What follows belongs to an exercise in optimizing a design on an open flow for small area, a short achievable clock period and few clock cycles per item; a production flow would make more cautious choices.
The RTL was checked by simulation tests, not by an equivalence proof against the original design.
Power and IR drop assume default switching activity.

==> run.sh <==
#!/bin/bash
# synth_recipe.tcl (not shown) runs the flow's synth.tcl, then flattens the netlist and writes it again
# the make line also repeats each setting of config.mk as NAME=value (left out here)
make -C /OpenROAD-flow-scripts/flow DESIGN_CONFIG=/design/flow/config.mk WORK_HOME=/design/flow/orfs CLKGATE_MAP_FILE= SYNTH_SCRIPT=/design/flow/synth_recipe.tcl finish
==> config.mk <==
export PLATFORM = sky130hd
export DESIGN_NAME = radix_digit_converter_core
export DESIGN_NICKNAME = radix_digit_converter_core
export VERILOG_FILES = /design/flow/design.v
export SDC_FILE = /design/flow/constraint.sdc
export NUM_CORES = 4
export LEC_CHECK = 0
export CAP_MARGIN = 20
export CORE_MARGIN = 2
export CORE_UTILIZATION = 40
export SLEW_MARGIN = 20
==> constraint.sdc <==
create_clock -name core_clock -period 9.0 [get_ports {clk_i}]
set_input_delay 1.8000 -clock core_clock [delete_from_list [all_inputs] [get_ports {clk_i}]]
set_output_delay 1.8000 -clock core_clock [all_outputs]
set_load 0.01 [all_outputs]
==> design.v <==
package rdc_pkg;
  localparam int unsigned VALUE_BITS_DEF = 63;
  localparam int unsigned MAX_DIGITS_DEF = 64;
  localparam int unsigned BASE_W  = 9;
  localparam int unsigned DIGIT_W = 8;
  localparam logic [BASE_W-1:0] BASE_RESET = 9'd10;
  localparam logic [BASE_W-1:0] BASE_MIN   = 9'd2;
  localparam logic [BASE_W-1:0] BASE_MAX   = 9'd256;
  localparam int unsigned RADIX_BITS = 4;
  localparam int unsigned QUEUE_DEPTH = 4;
  localparam int unsigned QPTR_W      = $clog2(QUEUE_DEPTH);
  typedef struct packed {
    logic [DIGIT_W-1:0] digit;
    logic               msd;     
  } digit_beat_t;
  typedef enum logic [1:0] {
    FS_IDLE,
    FS_DIV,
    FS_PUSH
  } front_state_e;
  typedef enum logic [1:0] {
    BS_FILL,
    BS_RD,
    BS_OUT
  } back_state_e;
endpackage
module rdc_queue (
  input  logic        clk_i,
  input  logic        rst_ni,
  input  logic        push_valid_i,
  output logic        push_ready_o,
  input  rdc_pkg::digit_beat_t push_beat_i,
  output logic        pop_valid_o,
  input  logic        pop_ready_i,
  output rdc_pkg::digit_beat_t pop_beat_o
);
  logic [rdc_pkg::DIGIT_W:0]    entry_q [rdc_pkg::QUEUE_DEPTH];   
  logic [rdc_pkg::QPTR_W-1:0]   wr_ptr_q, wr_ptr_d;
  logic [rdc_pkg::QPTR_W-1:0]   rd_ptr_q, rd_ptr_d;
  logic [rdc_pkg::QPTR_W:0]     fill_q, fill_d;
  logic                push, pop;
  assign push_ready_o = (fill_q != (rdc_pkg::QPTR_W + 1)'(rdc_pkg::QUEUE_DEPTH));
  assign pop_valid_o  = (fill_q != '0);
  assign pop_beat_o   = entry_q[rd_ptr_q];
  assign push = push_valid_i && push_ready_o;
  assign pop  = pop_valid_o && pop_ready_i;
  always_comb begin
    wr_ptr_d = wr_ptr_q;
    rd_ptr_d = rd_ptr_q;
    fill_d   = fill_q;
    if (push) begin
      wr_ptr_d = (wr_ptr_q == rdc_pkg::QPTR_W'(rdc_pkg::QUEUE_DEPTH - 1)) ? '0 : rdc_pkg::QPTR_W'(wr_ptr_q + 1'b1);
    end
    if (pop) begin
      rd_ptr_d = (rd_ptr_q == rdc_pkg::QPTR_W'(rdc_pkg::QUEUE_DEPTH - 1)) ? '0 : rdc_pkg::QPTR_W'(rd_ptr_q + 1'b1);
    end
    if (push && !pop) begin
      fill_d = (rdc_pkg::QPTR_W + 1)'(fill_q + 1'b1);
    end else if (pop && !push) begin
      fill_d = (rdc_pkg::QPTR_W + 1)'(fill_q - 1'b1);
    end
  end
  always_ff @(posedge clk_i or negedge rst_ni) begin
    if (!rst_ni) begin
      wr_ptr_q <= '0;
      rd_ptr_q <= '0;
      fill_q   <= '0;
    end else begin
      wr_ptr_q <= wr_ptr_d;
      rd_ptr_q <= rd_ptr_d;
      fill_q   <= fill_d;
    end
  end
  always_ff @(posedge clk_i) begin
    if (push) begin
      entry_q[wr_ptr_q] <= push_beat_i;
    end
  end
endmodule
module rdc_front #(
  parameter int unsigned VALUE_BITS = rdc_pkg::VALUE_BITS_DEF,
  parameter int unsigned MAX_DIGITS = rdc_pkg::MAX_DIGITS_DEF
) (
  input  logic                  clk_i,
  input  logic                  rst_ni,
  input  logic                  in_valid_i,
  output logic                  in_ready_o,
  input  logic [VALUE_BITS-1:0] value_i,
  input  logic [rdc_pkg::BASE_W-1:0]     base_i,
  output logic                  q_valid_o,
  input  logic                  q_ready_i,
  output rdc_pkg::digit_beat_t           q_beat_o
);
  localparam int unsigned STEPS  = (VALUE_BITS + rdc_pkg::RADIX_BITS - 1) / rdc_pkg::RADIX_BITS;
  localparam int unsigned PAD_W  = STEPS * rdc_pkg::RADIX_BITS;
  localparam int unsigned STEP_W = $clog2(STEPS);
  localparam int unsigned CNT_W  = $clog2(MAX_DIGITS);
  rdc_pkg::front_state_e       state_q, state_d;
  logic [PAD_W-1:0]   quo_q, quo_d;
  logic [rdc_pkg::DIGIT_W-1:0] rem_q, rem_d;
  logic [rdc_pkg::BASE_W-1:0]  base_q, base_d;
  logic [STEP_W-1:0]  step_q, step_d;
  logic [CNT_W-1:0]   cnt_q, cnt_d;
  logic               msd_q, msd_d;
  logic [PAD_W-1:0]   div_quo;
  logic [rdc_pkg::DIGIT_W-1:0] div_rem;
  always_comb begin
    logic [rdc_pkg::BASE_W-1:0] trial;
    div_rem = rem_q;
    div_quo = quo_q;
    trial   = '0;
    for (int j = 0; j < rdc_pkg::RADIX_BITS; j++) begin
      trial   = {div_rem, div_quo[PAD_W-1]};
      div_quo = {div_quo[PAD_W-2:0], 1'b0};
      if (trial >= base_q) begin
        trial      = trial - base_q;
        div_quo[0] = 1'b1;
      end
      div_rem = trial[rdc_pkg::DIGIT_W-1:0];
    end
  end
  always_comb begin
    state_d    = state_q;
    quo_d      = quo_q;
    rem_d      = rem_q;
    base_d     = base_q;
    step_d     = step_q;
    cnt_d      = cnt_q;
    msd_d      = msd_q;
    in_ready_o = 1'b0;
    q_valid_o  = 1'b0;
    case (state_q)
      rdc_pkg::FS_IDLE: begin
        in_ready_o = 1'b1;
        if (in_valid_i) begin
          quo_d   = PAD_W'(value_i);
          rem_d   = '0;
          base_d  = base_i;
          step_d  = '0;
          cnt_d   = '0;
          state_d = rdc_pkg::FS_DIV;
        end
      end
      rdc_pkg::FS_DIV: begin
        quo_d  = div_quo;
        rem_d  = div_rem;
        step_d = STEP_W'(step_q + 1'b1);
        if (step_q == STEP_W'(STEPS - 1)) begin
          msd_d   = (div_quo == '0) || (cnt_q == CNT_W'(MAX_DIGITS - 1));
          state_d = rdc_pkg::FS_PUSH;
        end
      end
      rdc_pkg::FS_PUSH: begin
        q_valid_o = 1'b1;
        if (q_ready_i) begin
          if (msd_q) begin
            state_d = rdc_pkg::FS_IDLE;
          end else begin
            cnt_d   = CNT_W'(cnt_q + 1'b1);
            rem_d   = '0;
            step_d  = '0;
            state_d = rdc_pkg::FS_DIV;
          end
        end
      end
      default: begin
        state_d = rdc_pkg::FS_IDLE;
      end
    endcase
  end
  assign q_beat_o.digit = rem_q;
  assign q_beat_o.msd   = msd_q;
  always_ff @(posedge clk_i or negedge rst_ni) begin
    if (!rst_ni) begin
      state_q <= rdc_pkg::FS_IDLE;
    end else begin
      state_q <= state_d;
    end
  end
  always_ff @(posedge clk_i) begin
    quo_q  <= quo_d;
    rem_q  <= rem_d;
    base_q <= base_d;
    step_q <= step_d;
    cnt_q  <= cnt_d;
    msd_q  <= msd_d;
  end
endmodule
module rdc_back #(
  parameter int unsigned MAX_DIGITS = rdc_pkg::MAX_DIGITS_DEF
) (
  input  logic               clk_i,
  input  logic               rst_ni,
  input  logic               q_valid_i,
  output logic               q_ready_o,
  input  rdc_pkg::digit_beat_t        q_beat_i,
  output logic               out_valid_o,
  input  logic               out_ready_i,
  output logic [rdc_pkg::DIGIT_W-1:0] digit_o,
  output logic               last_digit_o
);
  localparam int unsigned AW = $clog2(MAX_DIGITS);
  rdc_pkg::back_state_e        state_q, state_d;
  logic [AW-1:0]      wr_ptr_q, wr_ptr_d;
  logic [AW-1:0]      rd_idx_q, rd_idx_d;
  logic               out_valid_q, out_valid_d;
  logic [rdc_pkg::DIGIT_W-1:0] digit_q, digit_d;
  logic               last_q, last_d;
  logic [rdc_pkg::DIGIT_W-1:0] stack_mem [MAX_DIGITS];
  logic [rdc_pkg::DIGIT_W-1:0] rd_data_q;
  logic               wr_en;
  assign q_ready_o = (state_q == rdc_pkg::BS_FILL);
  assign wr_en     = (state_q == rdc_pkg::BS_FILL) && q_valid_i;
  always_ff @(posedge clk_i) begin
    if (wr_en) begin
      stack_mem[wr_ptr_q] <= q_beat_i.digit;
    end
    rd_data_q <= stack_mem[rd_idx_q];
  end
  always_comb begin
    state_d     = state_q;
    wr_ptr_d    = wr_ptr_q;
    rd_idx_d    = rd_idx_q;
    digit_d     = digit_q;
    last_d      = last_q;
    out_valid_d = out_valid_q && !out_ready_i;
    case (state_q)
      rdc_pkg::BS_FILL: begin
        if (q_valid_i) begin
          if (q_beat_i.msd) begin
            rd_idx_d = wr_ptr_q;
            wr_ptr_d = '0;
            state_d  = rdc_pkg::BS_RD;
          end else begin
            wr_ptr_d = AW'(wr_ptr_q + 1'b1);
          end
        end
      end
      rdc_pkg::BS_RD: begin
        state_d = rdc_pkg::BS_OUT;
      end
      rdc_pkg::BS_OUT: begin
        if (!out_valid_q || out_ready_i) begin
          out_valid_d = 1'b1;
          digit_d     = rd_data_q;
          last_d      = (rd_idx_q == '0);
          if (rd_idx_q == '0) begin
            state_d = rdc_pkg::BS_FILL;
          end else begin
            rd_idx_d = AW'(rd_idx_q - 1'b1);
            state_d  = rdc_pkg::BS_RD;
          end
        end
      end
      default: begin
        state_d = rdc_pkg::BS_FILL;
      end
    endcase
  end
  always_ff @(posedge clk_i or negedge rst_ni) begin
    if (!rst_ni) begin
      state_q     <= rdc_pkg::BS_FILL;
      wr_ptr_q    <= '0;
      rd_idx_q    <= '0;
      out_valid_q <= 1'b0;
    end else begin
      state_q     <= state_d;
      wr_ptr_q    <= wr_ptr_d;
      rd_idx_q    <= rd_idx_d;
      out_valid_q <= out_valid_d;
    end
  end
  always_ff @(posedge clk_i) begin
    digit_q <= digit_d;
    last_q  <= last_d;
  end
  assign out_valid_o  = out_valid_q;
  assign digit_o      = digit_q;
  assign last_digit_o = last_q;
endmodule
module radix_digit_converter_core #(
  parameter int unsigned VALUE_BITS = rdc_pkg::VALUE_BITS_DEF,
  parameter int unsigned MAX_DIGITS = rdc_pkg::MAX_DIGITS_DEF
) (
  input  logic                  clk_i,
  input  logic                  rst_ni,
  input  logic                  cfg_we_i,
  input  logic [rdc_pkg::BASE_W-1:0]     cfg_wdata_i,
  input  logic                  in_valid_i,
  output logic                  in_ready_o,
  input  logic [VALUE_BITS-1:0] value_i,
  output logic                  out_valid_o,
  input  logic                  out_ready_i,
  output logic [rdc_pkg::DIGIT_W-1:0]    digit_o,
  output logic                  last_digit_o
);
  logic [rdc_pkg::BASE_W-1:0] digit_base_q, digit_base_d;
  logic [rdc_pkg::BASE_W-1:0] base_eff;
  logic        fq_valid, fq_ready;
  rdc_pkg::digit_beat_t fq_beat;
  logic        qb_valid, qb_ready;
  rdc_pkg::digit_beat_t qb_beat;
  assign digit_base_d = cfg_we_i ? cfg_wdata_i : digit_base_q;
  always_comb begin
    base_eff = digit_base_q;
    if (digit_base_q < rdc_pkg::BASE_MIN) begin
      base_eff = rdc_pkg::BASE_MIN;
    end else if (digit_base_q > rdc_pkg::BASE_MAX) begin
      base_eff = rdc_pkg::BASE_MAX;
    end
  end
  always_ff @(posedge clk_i or negedge rst_ni) begin
    if (!rst_ni) begin
      digit_base_q <= rdc_pkg::BASE_RESET;
    end else begin
      digit_base_q <= digit_base_d;
    end
  end
  rdc_front #(
    .VALUE_BITS (VALUE_BITS),
    .MAX_DIGITS (MAX_DIGITS)
  ) u_front (
    .clk_i      (clk_i),
    .rst_ni     (rst_ni),
    .in_valid_i (in_valid_i),
    .in_ready_o (in_ready_o),
    .value_i    (value_i),
    .base_i     (base_eff),
    .q_valid_o  (fq_valid),
    .q_ready_i  (fq_ready),
    .q_beat_o   (fq_beat)
  );
  rdc_queue u_queue (
    .clk_i        (clk_i),
    .rst_ni       (rst_ni),
    .push_valid_i (fq_valid),
    .push_ready_o (fq_ready),
    .push_beat_i  (fq_beat),
    .pop_valid_o  (qb_valid),
    .pop_ready_i  (qb_ready),
    .pop_beat_o   (qb_beat)
  );
  rdc_back #(
    .MAX_DIGITS (MAX_DIGITS)
  ) u_back (
    .clk_i        (clk_i),
    .rst_ni       (rst_ni),
    .q_valid_i    (qb_valid),
    .q_ready_o    (qb_ready),
    .q_beat_i     (qb_beat),
    .out_valid_o  (out_valid_o),
    .out_ready_i  (out_ready_i),
    .digit_o      (digit_o),
    .last_digit_o (last_digit_o)
  );
endmodule
==> results.txt <==
-- synth_stat cells (6+ instances only) --
cell | n | area [um^2]
sky130_fd_sc_hd__nor2b_1 | 16 | 100
sky130_fd_sc_hd__nor2_1 | 127 | 477
sky130_fd_sc_hd__mux2i_1 | 103 | 1030
sky130_fd_sc_hd__o221ai_1 | 49 | 429
sky130_fd_sc_hd__nand3_1 | 20 | 100
sky130_fd_sc_hd__a21oi_1 | 91 | 455
sky130_fd_sc_hd__nand2b_1 | 14 | 87.6
sky130_fd_sc_hd__o21a_1 | 10 | 75.1
sky130_fd_sc_hd__dfrtp_1 | 31 | 776
sky130_fd_sc_hd__and2_1 | 8 | 50.1
sky130_fd_sc_hd__mux2_2 | 45 | 507
sky130_fd_sc_hd__a21o_1 | 11 | 82.6
sky130_fd_sc_hd__xor2_1 | 16 | 140
sky130_fd_sc_hd__nand4_1 | 9 | 56.3
sky130_fd_sc_hd__ha_1 | 47 | 588
sky130_fd_sc_hd__inv_1 | 33 | 124
sky130_fd_sc_hd__buf_1 | 11 | 41.3
sky130_fd_sc_hd__o22ai_1 | 17 | 106
sky130_fd_sc_hd__mux4_2 | 73 | 1640
sky130_fd_sc_hd__buf_2 | 25 | 125
sky130_fd_sc_hd__nand2_1 | 216 | 811
sky130_fd_sc_hd__dfxtp_1 | 8 | 160
sky130_fd_sc_hd__clkbuf_1 | 53 | 199
sky130_fd_sc_hd__a32o_1 | 8 | 80.1
sky130_fd_sc_hd__xnor2_1 | 13 | 114
sky130_fd_sc_hd__edfxtp_1 | 649 | 19500
sky130_fd_sc_hd__nor4_1 | 19 | 119
sky130_fd_sc_hd__o21ai_0 | 78 | 390
sky130_fd_sc_hd__or2_2 | 6 | 37.5
sky130_fd_sc_hd__nor3_1 | 18 | 90.1
-- layout make-up --
cell class	count	area (um^2)	area share
clock inverter	40	433	0.0129
multi-input combinational	1081	8230	0.246
timing repair buffer	105	1010	0.0303
inverter	33	124	0.00370
sequential	690	20500	0.612
tap	959	1200	0.0358
clock buffer	94	1990	0.0594
-- power groups by stage --
stage                     Combinational [mW]  Sequential (mW)  Clock (mW)
after floorplan                         4.36             4.62           0
after global placement                  5.88             4.79           0
after detailed placement                5.93             4.81           0
after CTS                               5.97             4.74        3.08
after global routing                    6.54             4.79        3.20
final                                   5.98             4.74        3.03
-- path summary, 6_finish.rpt --
path,startpoint,end,slack [ns]
hold reg to reg,u_back.rd_data_q[3],u_back.digit_q[3],0.41
setup reg to reg,u_front.rem_q[3],u_front.rem_q[4],0.86
min in group asynchronous,rst_ni,digit_base_q[7],1.28
max in group asynchronous,rst_ni,u_back.rd_idx_q[0],7.12
hold / removal,u_back.rd_data_q[3],u_back.digit_q[3],0.41
setup / recovery,u_front.rem_q[3],u_front.rem_q[4],0.86
-- layer usage --
layer,GRT usage,part of all wire,vias to the layer above,wire [um]
met5,0,0.00019,-,13
met4,0.0651,0.033,2,2240
met3,0.0328,0.060,142,4030
met2,0.288,0.47,573,32100
met1,0.247,0.43,8262,29300
li1,-,-,7524,-
-- sequential cells by signal (all words and copies together), names as in the netlist --
name / flops
digit_base_q: 9
u_back.digit_q: 8
u_back.last_q: 1
u_back.out_valid_q: 1
u_back.rd_data_q: 8
u_back.rd_idx_q: 6
u_back.stack_mem: 512
u_back.state_q: 2
u_back.wr_ptr_q: 6
u_front.base_q: 9
u_front.cnt_q: 6
u_front.msd_q: 1
u_front.quo_q: 64
u_front.rem_q: 8
u_front.state_q: 2
u_front.step_q: 4
u_queue.entry_q: 36
u_queue.fill_q: 3
u_queue.rd_ptr_q: 2
u_queue.wr_ptr_q: 2
-- through the flow --
| step | instance area (um^2) | hold slack [ns] | worst slack, ns |
|---|---|---|---|
| 2_1_floorplan | 29200 | 0.386 | 2.25 |
| 3_3_place_gp | 31100 | 0.391 | 1.23 |
| 3_5_place_dp | 31100 | 0.392 | 0.949 |
| 4_1_cts | 33500 | 0.406 | 0.918 |
| 5_1_grt | 33500 | 0.413 | 0.218 |
| 6_report | 33500 | 0.406 | 0.862 |
-- kinds of logic after synthesis --
logic type / after synthesis / share of synthesized area
flops: 690 / 0.701
simple gates: 472 / 0.0712
compound gates: 303 / 0.0668
mux: 225 / 0.111
buf+inv: 126 / 0.0178
fa+ha+maj: 52 / 0.0236
xor+xnor: 29 / 0.00869
==> results.txt <==
- The critical-path cell with the highest stage delay is sky130_fd_sc_hd__o211ai_2.
- The required time at the endpoint of the critical path is 9.44 ns.
- The post-synthesis area per instance is ~15 um^2.
- The switching component of the power is 5.29 mW.
- Setup repair after global routing left no endpoint under its margin.
- From bottom edge to top edge, the die measures 274 um.
- The count of buffers added on input and output ports is 87.
- The first routing iteration left 1436 violations.
- After detailed routing, the number of remaining DRC violations is 0.
- The worst path in the final design needs a cycle of 8.14 ns, including I/O delays and setup.
- In this design, the stage delay of the slowest critical-path cell is 0.68 ns.
- The via count is between 15k and 20k.
- The standby leakage power is 11.3 nW.
- The diode insertion count for antenna repair is 0.
- The total power density per cell area is 411 nW/um^2.
- The per-cell routed wire length is 22.5 um.
- The die boundary width is 274 um.
- The post-route core utilization is 0.461.
- TritonCTS built the clock tree.
- Summing every instance area after synthesis gives 29200 um^2.
- The total setup violations reported at the end of the flow is 0.
- Together, buffers and inverters on the worst path number 1.
- The final clock skew is around 0.027 ns.
- The later pin in the worst-skew pair is clocked with a latency of 0.62 ns.
- The layout overhead on the synthesized area is 14.6%.
- The part of the power in combinational logic is 0.435.
- Based on the critical path, the design can be clocked at up to ~120 MHz.
- The fill cell instance count of the final layout is 6371.
- The post-detailed-routing wire length is 67600 um.
- The number of clock buffers added by TritonCTS is 73.
- The headroom to the max-slew limit is 0.289.
- CTS placed an instance of sky130_fd_sc_hd__clkbuf_16 at the clock tree root.
- Max-cap violations in this run came to 0.
- The detailed-route vias per instance is approximately 5.5.
- The weighted congestion reported at the end of routability-driven placement is 0.853.
- The data arrival time of the critical path is 8.58 ns.
- The number of cells in the finished layout apart from fillers is approximately 3.0k.
- The top cell types in the final layout, fill and taps aside, are 649 x sky130_fd_sc_hd__edfxtp_1, 216 x sky130_fd_sc_hd__nand2_1, 125 x sky130_fd_sc_hd__nor2_1.
- For this configuration, the core starts out at a cell density of 0.402.
- Across the VDD grid, the largest voltage drop is between 0.0003 and 0.0004 V.
- The worst setup path is captured at a flip-flop.
- The quantity of hold-fixing buffers added after cts is 0.
- The first-pass iteration count of the detailed router is 5.
- The number of antenna violations at the first check in global routing was 1.
- The die covers 75200 um^2.
- The fraction of power spent switching nets is 0.384.
- The I/O pin count is 88.
- The share of synthesized flip-flops with an asynchronous set or reset is 0.0478.
- The critical path class is flip-flop to flip-flop.
- Counting stages on the worst path, the most repeated cell is sky130_fd_sc_hd__ha_1.
- The count of nets left with antenna violations once routing finished came out at 0.
- The synthesized netlist cell count is 1897.
- After floorplanning, the core was divided into 99 placement rows.
- Counting every sink on the clock net gives 690.
- The register area share after synthesis is 0.701.
- The sum of negative setup slack is 0 ns.
- Entering global routing, the biggest net connects 94 pins.
- The number of failing hold endpoints at the final stage is 0.
- The startpoint kind of the worst setup timing path is a flip-flop.
- The total global-route track usage is 0.180.
- Synthesis produced a netlist with a net count of 2026.
- The clock transition at the registers of the reported paths is 0.06 ns.
- The critical path runs through a total of 25 cells.
- The total number of yosys warnings is 4.
- The overall overflow remaining after global route is 0.
- The register bit total from synthesis is 690.
- The flow ran to the end and the layout has no timing, DRC or antenna violations.
- The maximum clock insertion buffer count is 3.
- The number of enable flip-flop cells after synthesis is 649.
- The number of cell instances on the worst register-to-register path is 25.
- The count of buffers added by post-CTS timing repair for setup is 0.
- The core region is slightly above 70000 um^2.
- The share of post-route cells with drive strength above 1 is 0.136.
- The worst hold path was traced through 0 stages.
- The slew at the pin closest to its max-slew limit is about 1.1 ns.
- The H-tree was split into 3 levels.
- The most common cell after layout, fill and taps aside is sky130_fd_sc_hd__edfxtp_1.
- The max-slew violation total from the final report was 0.
- The number of global-route vias before repair is approximately 17k.
- After the last flow step, the layout net total stands at 2113.
- The internal power of the cells is 8.46 mW.
- The global-route wire length before repair is 101000 um.
- The power share of the clock group is 0.220.
- The portion of the clock cycle consumed by the worst path in the final layout is 0.904.
- For this run, the leading register cell type out of synthesis is sky130_fd_sc_hd__edfxtp_1.
- Power comes to between 10 and 15 mW.
- Along the worst path, the maximum fanout reaches 15.
- The number of gates resized after CTS was 0.
- Counting tap cells, the placed design contains a total of 2868 instances.
- The share of total power dissipated in sequential elements is 0.345.
- After synthesis, the netlist uses 64 different library cells.
- The critical path's top delay family is compound AO/OA/AOI/OAI gates.
- The HPWL after detailed placement is 42700 um.
- The tightest min-delay check is of the flip-flop to flip-flop type.
Testbench counts, summed over its fixed seeds: cycles 70,080, digits 4,076.

==> static timing again, ports no longer ideal <==
In the flow no input, the clock included, has a driving cell. The finished layout below was timed again as built, in two steps.
Step 1 sets driving cells, clkbuf_16 on the clock port and buf_2 on the other inputs (assumed; they add their load-dependent delay and slew).
Step 2 moves the port delays by t, midway between the first and last clock arrival at a register: inputs arrive t later, outputs are due t later. That takes back most of the time a late clock gives input paths.
Slacks: ideal ports / drivers / drivers and shift; pairs: ideal ports / drivers.
t (ns): 0.669
setup slack, ns: 0.862 / 0.862 / 0.862
worst setup path after step 2: register to register
cell pins on the clock port's net: 1
After both steps this run still meets setup and hold. The setup slack of this run moves by 0.000 ns with the drivers and by 0.000 ns with both steps.
